This design comes from an exercise in tuning for small area on the open sky130 flow, not from production work.
Function was checked by simulation only, so behaviour that the tests miss may differ from the original.
Power and IR drop assume default switching activity.

==> trial 16 <==
==> flow/design.v <==
`default_nettype none
package core_pkg;
	typedef enum logic [3:0] {
		ALU_ADD,
		ALU_SUB,
		ALU_AND,
		ALU_OR,
		ALU_XOR,
		ALU_SLT,
		ALU_SLL,
		ALU_LUI
	} alu_op_t;
	typedef struct packed {
		logic                  valid;
		logic [32-1:0] pc;
		logic [32-1:0] inst;
	} fetch_pkt_t;
	typedef struct packed {
		logic                     valid;
		logic [32-1:0]    pc;
		alu_op_t                  alu_op;
		logic [32-1:0]    op_a;
		logic [32-1:0]    op_b;
		logic                     wen;
		logic [5-1:0] rd;
	} exec_pkt_t;
	typedef struct packed {
		logic                     valid;
		logic [32-1:0]    pc;
		logic                     wen;
		logic [5-1:0] rd;
		logic [32-1:0]    result;
	} wb_pkt_t;
endpackage
`default_nettype wire
`timescale 1ns/1ps
`default_nettype none
module inst_fetch (
	input  wire logic                  clk,
	input  wire logic                  resetn,
	output logic                       inst_req,
	output logic [32-1:0]      inst_addr,
	input  wire logic                  inst_addr_ok,
	input  wire logic                  inst_data_ok,
	input  wire logic [32-1:0] inst_rdata,
	output logic [1:0]                 phase,
	output logic                       clear,     
	output logic                       run,       
	output logic [25:0]                ir,
	output logic [1:0]                 itype,
	output logic                       iwr,
	output logic [32-1:0]      pc,        
	output logic                       traced     
);
	localparam logic [29:0] RESET_WPC = 30'(32'hbfc00000 >> 2);
	logic [29:0] wpc;
	logic [29:0] next_wpc;
	logic        outstanding;
	logic        ir_valid;
	logic        done;
	logic [29:0] carry;
	logic [1:0]  d_itype;
	logic        d_wr;
	assign inst_req  = !outstanding && (!ir_valid || (run && phase[1]));
	always_comb
	begin
		for (int i = 0; i < 30; i++)
			carry[i] = (ir_valid || traced) && &(wpc | (30'h3fffffff << i));
	end
	assign next_wpc  = wpc ^ carry;
	assign inst_addr = {next_wpc, 2'b00};
	assign pc        = {wpc, 2'b00};
	assign done      = run && phase == 2'd3;
	always_ff @(posedge clk)
	begin
		if (!resetn)
		begin
			phase       <= 2'd0;
			clear       <= 1'b1;
			wpc         <= RESET_WPC;
			outstanding <= 1'b0;
			ir_valid    <= 1'b0;
			run         <= 1'b0;
			traced      <= 1'b0;
		end
		else
		begin
			phase <= phase + 2'd1;
			if (phase == 2'd3)
			begin
				clear <= 1'b0;
				run   <= inst_data_ok || (ir_valid && !run);
			end
			traced <= done;
			if (traced)
				wpc <= next_wpc;
			if (inst_req && inst_addr_ok)
				outstanding <= 1'b1;
			else if (inst_data_ok)
				outstanding <= 1'b0;
			if (inst_data_ok)
				ir_valid <= 1'b1;
			else if (done)
				ir_valid <= 1'b0;
		end
	end
	inst_decode u_decode (
		.inst  (inst_rdata),
		.itype (d_itype   ),
		.wr    (d_wr      )
	);
	always_ff @(posedge clk)
	begin
		if (inst_data_ok)
		begin
			ir    <= inst_rdata[25:0];
			itype <= d_itype;
			iwr   <= d_wr;
		end
	end
endmodule
`default_nettype wire
`timescale 1ns/1ps
`default_nettype none
module inst_decode (
	input  wire logic [32-1:0] inst,
	output logic [1:0]                 itype,   
	output logic                       wr
);
	logic [5:0] opcode;
	logic [5:0] funct;
	logic       valid;
	logic [4:0] dst;
	assign opcode = inst[31:26];
	assign funct  = inst[5:0];
	always_comb
	begin
		itype = 2'd0;
		valid = 1'b0;
		case (opcode)
			6'h00: valid = funct == 6'h21 || funct == 6'h23 || funct == 6'h24 || funct == 6'h25 ||
				funct == 6'h26 || funct == 6'h2a || funct == 6'h00;
			6'h09: begin itype = 2'd1; valid = 1'b1; end
			6'h0d: begin itype = 2'd2; valid = 1'b1; end
			6'h0f: begin itype = 2'd3; valid = 1'b1; end
			default: valid = 1'b0;
		endcase
		dst = (opcode == 6'h00) ? inst[15:11] : inst[20:16];
		wr  = valid && dst != 5'd0;
	end
endmodule
`default_nettype wire
`timescale 1ns/1ps
`default_nettype none
module alu_execute (
	input  wire logic        clk,
	input  wire logic [1:0]  phase,
	input  wire logic [1:0]  itype,     
	input  wire logic [15:0] imm,       
	input  wire logic [7:0]  rs_byte,
	input  wire logic [7:0]  rt_byte,
	output logic [7:0]       result,
	output logic             is_slt,
	output logic             slt        
);
	logic [5:0] funct;
	logic       special;
	logic       lui;
	logic       sub;
	logic       use_sum;
	logic       use_and;
	logic       use_xor;
	logic       use_or;
	logic       use_b;
	logic       use_sll;
	logic [1:0] iph;
	logic [7:0] imm_byte;
	logic [7:0] a;
	logic [7:0] b;
	logic [7:0] bx;
	logic [7:0] g;
	logic [7:0] p;
	logic [7:0] sum;
	logic       cin;
	logic       cout;
	logic       carry;
	logic [7:0] sll;
	assign funct   = imm[5:0];
	assign special = itype == 2'd0;
	assign lui     = itype == 2'd3;
	assign is_slt  = special && funct[3];
	assign sub     = special && funct[1] && !funct[2];
	assign use_sll = special && !funct[5];
	assign use_sum = (special && funct[5] && !funct[3] && !funct[2]) || itype == 2'd1;
	assign use_and = special && funct[5] && funct[2] && funct[1:0] == 2'd0;
	assign use_or  = (special && funct[5] && funct[2] && funct[1:0] == 2'd1) || itype == 2'd2;
	assign use_xor = special && funct[5] && funct[2] && funct[1];
	assign use_b   = lui;
	assign iph = phase ^ {lui, 1'b0};
	always_comb
	begin
		case (iph)
			2'd0: imm_byte = imm[7:0];
			2'd1: imm_byte = imm[15:8];
			default: imm_byte = {8{itype == 2'd1 && imm[15]}};
		endcase
	end
	assign a  = rs_byte;
	assign b  = special ? rt_byte : imm_byte;
	assign bx = b ^ {8{sub}};
	assign g  = a & bx;
	assign p  = a ^ bx;
	assign cin = (phase == 2'd0) ? sub : carry;
	assign {cout, sum} = {1'b0, a} + {1'b0, bx} + {8'h00, cin};
	always_ff @(posedge clk)
		carry <= cout;
	assign slt = (a[7] && !b[7]) || (!(a[7] ^ b[7]) && sum[7]);
	logic [7:0]  prev_rt;
	logic [15:0] funnel;
	logic [7:0]  t, t1, t2, t3;
	logic [1:0]  q;
	assign q = imm[10:9];
	always_comb
	begin
		funnel = {rt_byte, (phase == 2'd0) ? 8'h00 : prev_rt} << imm[8:6];
		t = funnel[15:8];
	end
	always_ff @(posedge clk)
	begin
		prev_rt <= rt_byte;
		t1      <= t;
		t2      <= t1;
		t3      <= t2;
	end
	always_comb
	begin
		case (q)
			2'd0: sll = t;
			2'd1: sll = t1;
			2'd2: sll = t2;
			default: sll = t3;
		endcase
		if (q > phase)
			sll = 8'h00;
	end
	assign result = ({8{use_sum}} & sum) | ({8{use_and}} & g) | ({8{use_xor}} & p) |
		({8{use_or}} & (g | p)) | ({8{use_b}} & b) | ({8{use_sll}} & sll);
endmodule
`default_nettype wire
`timescale 1ns/1ps
`default_nettype none
module reg_file (
	input  wire logic                     clk,
	input  wire logic [5-1:0] raddr1,
	input  wire logic [5-1:0] raddr2,
	output logic [7:0]                    rdata1,
	output logic [7:0]                    rdata2,
	input  wire logic                     wr_all,    
	input  wire logic                     wr_one,    
	input  wire logic [5-1:0] waddr,
	input  wire logic [7:0]               wdata,
	input  wire logic                     set_bit0   
);
	logic [32-1:1][7:0] q0, q1, q2, q3;
	logic [32-1:1] we, nwe;
	reg_write_select u_wsel (
		.addr (waddr ),
		.one  (wr_one),
		.all  (wr_all),
		.we   (we    ),
		.nwe  (nwe   )
	);
	genvar r;
	generate
		for (r = 1; r < 32; r++)
		begin : g_reg
			always_ff @(posedge clk)
			begin
				q0[r] <= q1[r];
				q1[r] <= q2[r];
				q2[r] <= (wdata & {8{we[r]}}) | (q3[r] & {8{nwe[r]}});
				q3[r] <= {q0[r][7:1], q0[r][0] | (we[r] && set_bit0)};
			end
		end
	endgenerate
	logic [32-1:1] sel1, sel2;
	reg_select u_sel1 (.addr (raddr1), .sel (sel1));
	reg_select u_sel2 (.addr (raddr2), .sel (sel2));
	reg_read   u_read1 (.sel (sel1), .q (q0), .data (rdata1));
	reg_read   u_read2 (.sel (sel2), .q (q0), .data (rdata2));
endmodule
module reg_write_select (
	input  wire logic [5-1:0] addr,
	input  wire logic                     one,
	input  wire logic                     all,
	output logic [32-1:1]        we,
	output logic [32-1:1]        nwe
);
	always_comb
		for (int i = 1; i < 32; i++)
		begin
			we[i]  = all || (one && addr == i);
			nwe[i] = !we[i];
		end
endmodule
module reg_select (
	input  wire logic [5-1:0] addr,
	output logic [32-1:1]        sel
);
	always_comb
		for (int i = 1; i < 32; i++)
			sel[i] = addr == i;
endmodule
module reg_read (
	input  wire logic [32-1:1]      sel,
	input  wire logic [32-1:1][7:0] q,
	output logic [7:0]                       data
);
	always_comb
	begin
		data = 8'h00;
		for (int i = 1; i < 32; i++)
			data = data | (q[i] & {8{sel[i]}});
	end
endmodule
`default_nettype wire
`timescale 1ns/1ps
`default_nettype none
module cpu_core (
	input  wire logic                  clk,
	input  wire logic                  resetn,
	output logic                       inst_req,
	output logic                       inst_wr,
	output logic [1:0]                 inst_size,
	output logic [32-1:0]      inst_addr,
	output logic [32-1:0]      inst_wdata,
	input  wire logic                  inst_addr_ok,
	input  wire logic                  inst_data_ok,
	input  wire logic [32-1:0] inst_rdata,
	output logic [32-1:0]      debug_wb_pc,
	output logic [3:0]                 debug_wb_rf_wen,
	output logic [4:0]                 debug_wb_rf_wnum,
	output logic [32-1:0]      debug_wb_rf_wdata
);
	logic [1:0]            phase;
	logic                  clear;
	logic                  run;
	logic [25:0]           ir;
	logic [1:0]            itype;
	logic                  iwr;
	logic [32-1:0] pc;
	logic [4:0]            dst;
	logic [7:0]            rs_byte;
	logic [7:0]            rt_byte;
	logic [7:0]            result;
	logic                  is_slt;
	logic                  slt;
	logic                  last;
	logic [31:0]           done_bytes;
	logic                  traced;
	logic                  wr_en;
	logic                  wr_all;
	logic                  slt_set;
	logic [7:0]            rs_read;
	logic [7:0]            rt_read;
	logic [4:0]            wr_dst;
	assign inst_wr    = 1'b0;
	assign inst_size  = 2'd2;
	assign inst_wdata = '0;
	inst_fetch u_fetch (
		.clk          (clk         ),
		.resetn       (resetn      ),
		.inst_req     (inst_req    ),
		.inst_addr    (inst_addr   ),
		.inst_addr_ok (inst_addr_ok),
		.inst_data_ok (inst_data_ok),
		.inst_rdata   (inst_rdata  ),
		.phase        (phase       ),
		.clear        (clear       ),
		.run          (run         ),
		.ir           (ir          ),
		.itype        (itype       ),
		.iwr          (iwr         ),
		.pc           (pc          ),
		.traced       (traced      )
	);
	assign dst  = (itype == 2'd0) ? ir[15:11] : ir[20:16];
	assign last = phase == 2'd3;
	alu_execute u_execute (
		.clk     (clk       ),
		.phase   (phase     ),
		.itype   (itype     ),
		.imm     (ir[15:0]  ),
		.rs_byte (rs_byte   ),
		.rt_byte (rt_byte   ),
		.result  (result    ),
		.is_slt  (is_slt    ),
		.slt     (slt       )
	);
	always_ff @(posedge clk)
	begin
		done_bytes <= {result & {8{!clear}}, done_bytes[31:9], done_bytes[8] | (last && is_slt && slt)};
		wr_dst     <= dst;
		wr_en      <= resetn && run && iwr;
		wr_all     <= clear;
		slt_set    <= run && last && iwr && is_slt && slt;
	end
	reg_file u_regs (
		.clk      (clk                         ),
		.raddr1   (ir[25:21]                   ),
		.raddr2   (ir[20:16]                   ),
		.rdata1   (rs_read                     ),
		.rdata2   (rt_read                     ),
		.wr_all   (wr_all                      ),
		.wr_one   (wr_en                       ),
		.waddr    (wr_dst                      ),
		.wdata    (done_bytes[31:24]           ),
		.set_bit0 (slt_set                     )
	);
	assign rs_byte = rs_read | {7'd0, slt_set && ir[25:21] == wr_dst};
	assign rt_byte = rt_read | {7'd0, slt_set && ir[20:16] == wr_dst};
	assign debug_wb_pc       = pc;
	assign debug_wb_rf_wen   = {4{wr_en && phase == 2'd0}};
	assign debug_wb_rf_wnum  = wr_dst;
	assign debug_wb_rf_wdata = done_bytes;
endmodule
`default_nettype wire
==> flow/flow/run.sh <==
#!/bin/bash
# The standard layout (standard.sh, with the standard synthesis
# unchanged), with two changes to how the layout is made:
#  - clock tree: clkbuf_8 buffers, leaf clusters of at most 16 sinks within
#    50 um, and no dummy loads
#  - port buffers: buf_1 (every input and output port still gets one)
# make's full output goes to standard_flow.log in this folder; each ORFS
# step also keeps its own log under orfs/logs/.
set -euo pipefail
here=$(pwd)
export CTS_ARGS="-sink_clustering_enable -repair_clock_nets -dont_use_dummy_load -buf_list sky130_fd_sc_hd__clkbuf_8 -sink_clustering_size 16 -sink_clustering_max_diameter 50"
export BUFFER_PORTS_ARGS="-buffer_cell sky130_fd_sc_hd__buf_1"
bash standard.sh > "$here/standard_flow.log" 2>&1
==> flow/standard.sh <==
#!/bin/bash
# synth_recipe.tcl (not shown) runs the flow's synth.tcl, then flattens the netlist and writes it again
# the make line also repeats each setting of config.mk as NAME=value (left out here)
make -C /OpenROAD-flow-scripts/flow DESIGN_CONFIG=/design/flow/config.mk WORK_HOME=/design/flow/orfs CLKGATE_MAP_FILE= SYNTH_SCRIPT=/design/flow/synth_recipe.tcl "${@:-finish}"
==> flow/config.mk <==
export PLATFORM = sky130hd
export DESIGN_NAME = cpu_core
export DESIGN_NICKNAME = cpu_core
export VERILOG_FILES = /design/flow/design.v
export SDC_FILE = /design/flow/constraint.sdc
export NUM_CORES = 4
export LEC_CHECK = 0
export CAP_MARGIN = 10
export CORE_MARGIN = 2
export CORE_UTILIZATION = 65
export PLACE_DENSITY = 0.75
export SETUP_SLACK_MARGIN = 0.1
export SLEW_MARGIN = 10
export SYNTH_HIERARCHICAL = 1
==> flow/constraint.sdc <==
create_clock -name core_clock -period 6.0 [get_ports {clk}]
set_input_delay 1.2000 -clock core_clock [delete_from_list [all_inputs] [get_ports {clk}]]
set_output_delay 1.2000 -clock core_clock [all_outputs]
set_load 0.01 [all_outputs]
==> trial 67 (differences from trial 16) <==
--- a/flow/design.v
+++ b/flow/design.v
@@ -62,4 +62,6 @@
 	logic [1:0]  d_itype;
 	logic        d_wr;
+	logic        load;
+	logic        hold;
 	assign inst_req  = !outstanding && (!ir_valid || (run && phase[1]));
 	always_comb
@@ -93,6 +95,5 @@
 			end
 			traced <= done;
-			if (traced)
-				wpc <= next_wpc;
+			wpc <= wpc ^ (carry & {30{traced}});
 			if (inst_req && inst_addr_ok)
 				outstanding <= 1'b1;
@@ -107,15 +108,15 @@
 	inst_decode u_decode (
 		.inst  (inst_rdata),
+		.valid (inst_data_ok),
 		.itype (d_itype   ),
-		.wr    (d_wr      )
+		.wr    (d_wr      ),
+		.load  (load      ),
+		.hold  (hold      )
 	);
 	always_ff @(posedge clk)
 	begin
-		if (inst_data_ok)
-		begin
-			ir    <= inst_rdata[25:0];
-			itype <= d_itype;
-			iwr   <= d_wr;
-		end
+		ir    <= (inst_rdata[25:0] & {26{load}}) | (ir & {26{hold}});
+		itype <= (d_itype & {2{load}}) | (itype & {2{hold}});
+		iwr   <= (d_wr && load) || (iwr && hold);
 	end
 endmodule
@@ -125,10 +126,15 @@
 module inst_decode (
 	input  wire logic [32-1:0] inst,
+	input  wire logic                  valid,   
 	output logic [1:0]                 itype,   
-	output logic                       wr
+	output logic                       wr,
+	output logic                       load,    
+	output logic                       hold     
 );
+	assign load = valid;
+	assign hold = !valid;
 	logic [5:0] opcode;
 	logic [5:0] funct;
-	logic       valid;
+	logic       known;
 	logic [4:0] dst;
 	assign opcode = inst[31:26];
@@ -137,15 +143,15 @@
 	begin
 		itype = 2'd0;
-		valid = 1'b0;
+		known = 1'b0;
 		case (opcode)
-			6'h00: valid = funct == 6'h21 || funct == 6'h23 || funct == 6'h24 || funct == 6'h25 ||
+			6'h00: known = funct == 6'h21 || funct == 6'h23 || funct == 6'h24 || funct == 6'h25 ||
 				funct == 6'h26 || funct == 6'h2a || funct == 6'h00;
-			6'h09: begin itype = 2'd1; valid = 1'b1; end
-			6'h0d: begin itype = 2'd2; valid = 1'b1; end
-			6'h0f: begin itype = 2'd3; valid = 1'b1; end
-			default: valid = 1'b0;
+			6'h09: begin itype = 2'd1; known = 1'b1; end
+			6'h0d: begin itype = 2'd2; known = 1'b1; end
+			6'h0f: begin itype = 2'd3; known = 1'b1; end
+			default: known = 1'b0;
 		endcase
 		dst = (opcode == 6'h00) ? inst[15:11] : inst[20:16];
-		wr  = valid && dst != 5'd0;
+		wr  = known && dst != 5'd0;
 	end
 endmodule
@@ -218,5 +224,5 @@
 	logic [7:0]  prev_rt;
 	logic [15:0] funnel;
-	logic [7:0]  t, t1, t2, t3;
+	logic [7:0]  t, t1, t2;
 	logic [1:0]  q;
 	assign q = imm[10:9];
@@ -230,6 +236,6 @@
 		prev_rt <= rt_byte;
 		t1      <= t;
-		t2      <= t1;
-		t3      <= t2;
+		if (q != 2'd3 || phase == 2'd1)
+			t2 <= t1;
 	end
 	always_comb
@@ -238,6 +244,5 @@
 			2'd0: sll = t;
 			2'd1: sll = t1;
-			2'd2: sll = t2;
-			default: sll = t3;
+			default: sll = t2;
 		endcase
 		if (q > phase)
==> flow/flow/run.sh (replaced) <==
#!/bin/bash
# The standard layout (standard.sh, with the standard synthesis
# unchanged), with two changes to how the layout is made:
#  - clock tree: clkbuf_4 buffers, leaf clusters of at most 11 sinks within
#    45 um, and no dummy loads
#  - port buffers: buf_1 (every input and output port still gets one)
# make's full output goes to standard_flow.log in this folder; each ORFS
# step also keeps its own log under orfs/logs/.
set -euo pipefail
here=$(pwd)
export CTS_ARGS="-sink_clustering_enable -repair_clock_nets -dont_use_dummy_load -buf_list sky130_fd_sc_hd__clkbuf_4 -sink_clustering_size 11 -sink_clustering_max_diameter 45"
export BUFFER_PORTS_ARGS="-buffer_cell sky130_fd_sc_hd__buf_1"
bash standard.sh > "$here/standard_flow.log" 2>&1
==> comparison <==
- Between trial 16 and trial 67, the lower clock skew is in trial 16 (gap 0.047 ns).
- In trial 67 the die area is smaller than in trial 16, by 0.75%.
- Clock power: trial 16 is higher than trial 67 (15%).
- Of trial 16 and trial 67, trial 16 has the higher maximum frequency (gap 9.7%, measured against trial 67).
- Between trial 16 and trial 67, the lower cell area is in trial 67 (gap 1.4%, measured against trial 67).
- Flip-flop and latch count: trial 16 is higher than trial 67 (8).
- Combinational power: trial 16 is higher than trial 67 (4.0%).
==> figures <==
| item | trial 67 | trial 16 |
|---|---|---|
| Result of the run | finished clean | finished clean |
| Width of the die | 231.3 um | 232.2 um |
| Seq Cell Count | 1122 | 1130 |
| Final cell count without fillers | 3401 | 3368 |
| Initial Util | 0.6561 | 0.6585 |
| TritonCTS Buffers | 117 | 86 |
| Beginning of the worst hold path | u_regs.q1[190] | u_regs.q1[243] |
| Non-Clock Inverter Count | 22 | 25 |
| TritonRoute pass-1 iters | 8 | 7 |
| Worst vdd rail ir drop | 248.6 uV | 258.1 uV |
| Sequential share of the synthesized area | 0.6710 | 0.6768 |
| Vias in the first global route | 20550 | 20650 |
| Antenna Diode Count | 7 | 4 |
| Core ar. | 51200 sq um | 51410 sq um |
| Power consumption | 0.01128 W | 0.01195 W |
| Required time of the critical path | 6.76 ns | 6.61 ns |

[separate check: timing with driven ports]
In the flow no input, the clock included, has a driving cell. The finished layouts below were timed again as built, in two steps.
Step 1 (the two cells are an assumption about what drives the block):
set clk [get_ports {clk}]
set_driving_cell -lib_cell sky130_fd_sc_hd__clkbuf_16 $clk
set_driving_cell -lib_cell sky130_fd_sc_hd__buf_2 [delete_from_list [all_inputs] $clk]
Step 2, shift: input delay + t, output delay - t, t = (earliest + latest rising clock arrival at the registers) / 2. This alone moves slack from input paths to output paths.
Three values: no drivers, after step 1, after step 2; two values: the first two.
run | t, ns | setup WS [ns] | worst data-port slew with drivers (ns) | pins driven straight from the clock port
trial 16 | 0.730 | 1.058 / 1.058 / 1.058 | 0.04 | 1
trial 67 | 0.924 | 0.576 / 0.576 / 0.576 | 0.05 | 1
After both steps every run listed still meets setup and hold.
